From an optimization exercise on the open Yosys and OpenROAD flow, aimed at small area; shortcuts taken in it are not production practice. Only simulation tests tie the RTL to the original design; equivalence was not proved. Power figures rest on the tool's default switching activity, not on a simulated workload.

## try-quartz
## pcie_tl
module pcie_tl #(
    parameter int NUM_VC = 8
) (
    input  wire                               aclk,
    input  wire                               arst,
    input  wire                               awvalid_i,
    input  wire                               wvalid_i,
    input  wire pcie_tl_pkg::cpu_aw_t         cpu_aw_i,
    output logic                              awready_o,
    output logic                              wready_o,
    output logic                              bvalid_o,
    input  wire                               bready_i,
    output pcie_tl_pkg::axi_resp_t            bresp_o,
    input  wire                               arvalid_i,
    input  wire pcie_tl_pkg::cpu_ar_t         araddr_i,
    output logic                              arready_o,
    output logic                              rvalid_o,
    input  wire                               rready_i,
    output pcie_tl_pkg::cpu_r_t               cpu_r_o,
    output logic                              mem_arvalid_o,
    input  wire                               mem_arready_i,
    output logic [pcie_tl_pkg::DATA_W-1:0]    mem_araddr_o,
    input  wire                               mem_rvalid_i,
    output logic                              mem_rready_o,
    input  wire [pcie_tl_pkg::DATA_W-1:0]     mem_rdata_i,
    input  wire                               mem_rlast_i,
    output logic                              tx_valid_o,
    input  wire                               tx_ready_i,
    output logic [pcie_tl_pkg::DATA_W-1:0]    tx_data_o,
    input  wire                               linkup_i,
    input  wire [NUM_VC-1:0]                  dll_vc_up_i
);
clock: 5.0 ns
lec_check: 0
cap_margin: 0
core_margin: 2
core_utilization: 72
slew_margin: 0
standard.sh (not shown) runs the stock make flow with config.mk's settings and CLKGATE_MAP_FILE= SYNTH_SCRIPT=/design/flow/synth_recipe.tcl, a recipe that flattens the netlist after the stock synthesis.
==> flow/flow/run.sh <==
#!/bin/bash
# Layout flow. Synthesis is ORFS's synthesis as standard.sh runs it (same
# Yosys script, so the same registers with the same names and cells), except
# that half adders are not extracted before ABC (ADDER_MAP_FILE empty) and ABC
# maps the combinational logic with the area-oriented flow/abc_area.script.
# The rest is the standard ORFS flow with two changes: the port buffers are
# the smallest buffer cell, and clock tree synthesis uses clkbuf_8 leaf buffers, a clkbuf_4 root
# and no dummy loads. Each tool's full output goes to the ORFS logs under
# orfs/logs; make's output goes to synth_make.log and flow_make.log here.
set -euo pipefail
rm -rf scripts_own
cp -r "$FLOW_HOME/scripts" scripts_own
cp flow/abc_area.script scripts_own/abc_speed.script
bash standard.sh SCRIPTS_DIR="$PWD/scripts_own" ADDER_MAP_FILE= synth > synth_make.log 2>&1
export BUFFER_PORTS_ARGS="-buffer_cell sky130_fd_sc_hd__buf_1"
export CTS_ARGS="-sink_clustering_enable -repair_clock_nets -dont_use_dummy_load -sink_clustering_size 16 -sink_clustering_max_diameter 100 -root_buf sky130_fd_sc_hd__clkbuf_4 -buf_list {sky130_fd_sc_hd__clkbuf_8 sky130_fd_sc_hd__clkbuf_4}"
bash standard.sh > flow_make.log 2>&1
==> flow/flow/abc_area.script <==
&get -n
&st
&deepsyn -J 50 -T 100
&dch -f
&nf -a -R 1000
&put
topo
stime -c
try-quartz reached the end of the flow, and the finished layout is clean on the timing, DRC and antenna checks.
What try-violet does differently from try-quartz at the input level:
==> flow/flow/run.sh <==
#!/bin/bash
# Layout flow. Synthesis is ORFS's synthesis as standard.sh runs it (same
# Yosys script, same registers and register names), except that ABC maps the
# combinational logic with the area-oriented script flow/abc_area.script.
# The rest is the standard ORFS flow with two changes: the port buffers are
# the smallest buffer cell, and clock tree synthesis uses clkbuf_8 clusters
# and no dummy loads. Each tool's full output goes to the ORFS logs under
# orfs/logs; make's output goes to synth_make.log and flow_make.log here.
set -euo pipefail
rm -rf scripts_own
cp -r "$FLOW_HOME/scripts" scripts_own
cp flow/abc_area.script scripts_own/abc_speed.script
bash standard.sh SCRIPTS_DIR="$PWD/scripts_own" ADDER_MAP_FILE= synth > synth_make.log 2>&1
export BUFFER_PORTS_ARGS="-buffer_cell sky130_fd_sc_hd__buf_1"
export CTS_ARGS="-sink_clustering_enable -repair_clock_nets -dont_use_dummy_load -sink_clustering_size 16 -sink_clustering_max_diameter 100 -buf_list {sky130_fd_sc_hd__clkbuf_8 sky130_fd_sc_hd__clkbuf_4 sky130_fd_sc_hd__clkbuf_2}"
bash standard.sh > flow_make.log 2>&1
Notes after the runs:
- Compared with try-quartz, try-violet has less setup slack.
- Re total power: try-violet is about 1% up on try-quartz.
- The final routed wire length divided by cell count reported for try-violet is greater than that of try-quartz by 0.34%.
- Fraction of synthesized cell area in xor and xnor cells: try-violet vs try-quartz identical
- try-quartz → try-violet: routed length on met2 held steady, total wire length after detailed routing held steady, switching portion of total power held steady.
Input changes introduced in try-garnet (baseline for comparison: try-violet):
- setting GPL_TIMING_DRIVEN to 0 for the first time
-- flow/flow/run.sh --
<<< try-violet, line 3
# Yosys script, same registers and register names), except that ABC maps the
# combinational logic with the area-oriented script flow/abc_area.script.
>>> try-garnet, line 3
# Yosys script, so the same registers with the same names and cells), except
# that half adders are not extracted before ABC (ADDER_MAP_FILE empty) and ABC
# maps the combinational logic with the area-oriented flow/abc_area.script.
<<< try-violet, line 6
# the smallest buffer cell, and clock tree synthesis uses clkbuf_8 clusters
>>> try-garnet, line 7
# the smallest buffer cell, and clock tree synthesis uses clkbuf_8 leaf buffers, a clkbuf_4 root
<<< try-violet, line 15
export CTS_ARGS="-sink_clustering_enable -repair_clock_nets -dont_use_dummy_load -sink_clustering_size 16 -sink_clustering_max_diameter 100 -buf_list {sky130_fd_sc_hd__clkbuf_8 sky130_fd_sc_hd__clkbuf_4 sky130_fd_sc_hd__clkbuf_2}"
>>> try-garnet, line 16
export CTS_ARGS="-sink_clustering_enable -repair_clock_nets -dont_use_dummy_load -sink_clustering_size 16 -sink_clustering_max_diameter 100 -root_buf sky130_fd_sc_hd__clkbuf_4 -buf_list {sky130_fd_sc_hd__clkbuf_8 sky130_fd_sc_hd__clkbuf_4}"
==> comparison <==
- Total length of routed met2 wires was higher in try-garnet than in try-violet.
- When the final numbers for try-violet and try-garnet were put side by side, the data arrival time of the worst path turned out to be greater in try-garnet.
- Going from try-violet to try-garnet, first-pass GRT wire length grew slightly.
- Diff try-violet -> try-garnet: proportion of power drawn by combinational gates +0.4 points; via density per instance level; worst-case setup margin in the final layout shows a reduction of 0.23 ns.
Inputs modified between try-garnet and try-juniper:
- changing CORE_UTILIZATION from 72 to 66
- removing GPL_TIMING_DRIVEN (formerly 0)
==> summary.txt <==
try-juniper vs try-garnet on fraction of power consumed by the clock network: try-juniper is the higher one. The faster design of the two is try-juniper; try-garnet tops out lower. try-garnet reports its end of the critical path as mem_araddr_o[31]$_DFFE_PP_ while try-juniper reports taddr_q[31]$_DFFE_PP_. Any difference in total power of the final layout between try-garnet and try-juniper is small enough to ignore.

==> what the ideal ports hide <==
In the flow no input, the clock included, has a driving cell. The finished layouts below were timed again as built, in two steps. Step 1 assumes that a clkbuf_16 drives the clock port and a buf_2 every other input. Step 2, shift: input delay + t, output delay - t, t = (earliest + latest rising clock arrival at the registers) / 2. This alone moves slack from input paths to output paths. a / b / c = no drivers / after step 1 / after step 2; a / b = the first two.
run	shift t [ns]	setup WS [ns]	worst setup path at the end	slew at the worst register clock pin (ns)	pins driven straight from the clock port
try-quartz	0.679	0.693 / 0.693 / 0.693	register to register	0.11 / 0.11	1
try-violet	0.549	0.673 / 0.673 / 0.673	register to register	0.10 / 0.10	1
try-garnet	0.674	0.440 / 0.440 / 0.440	register to register	0.11 / 0.11	1
try-juniper	0.692	0.658 / 0.658 / 0.658	register to register	0.10 / 0.10	1
After both steps setup and hold are still met in every run listed.
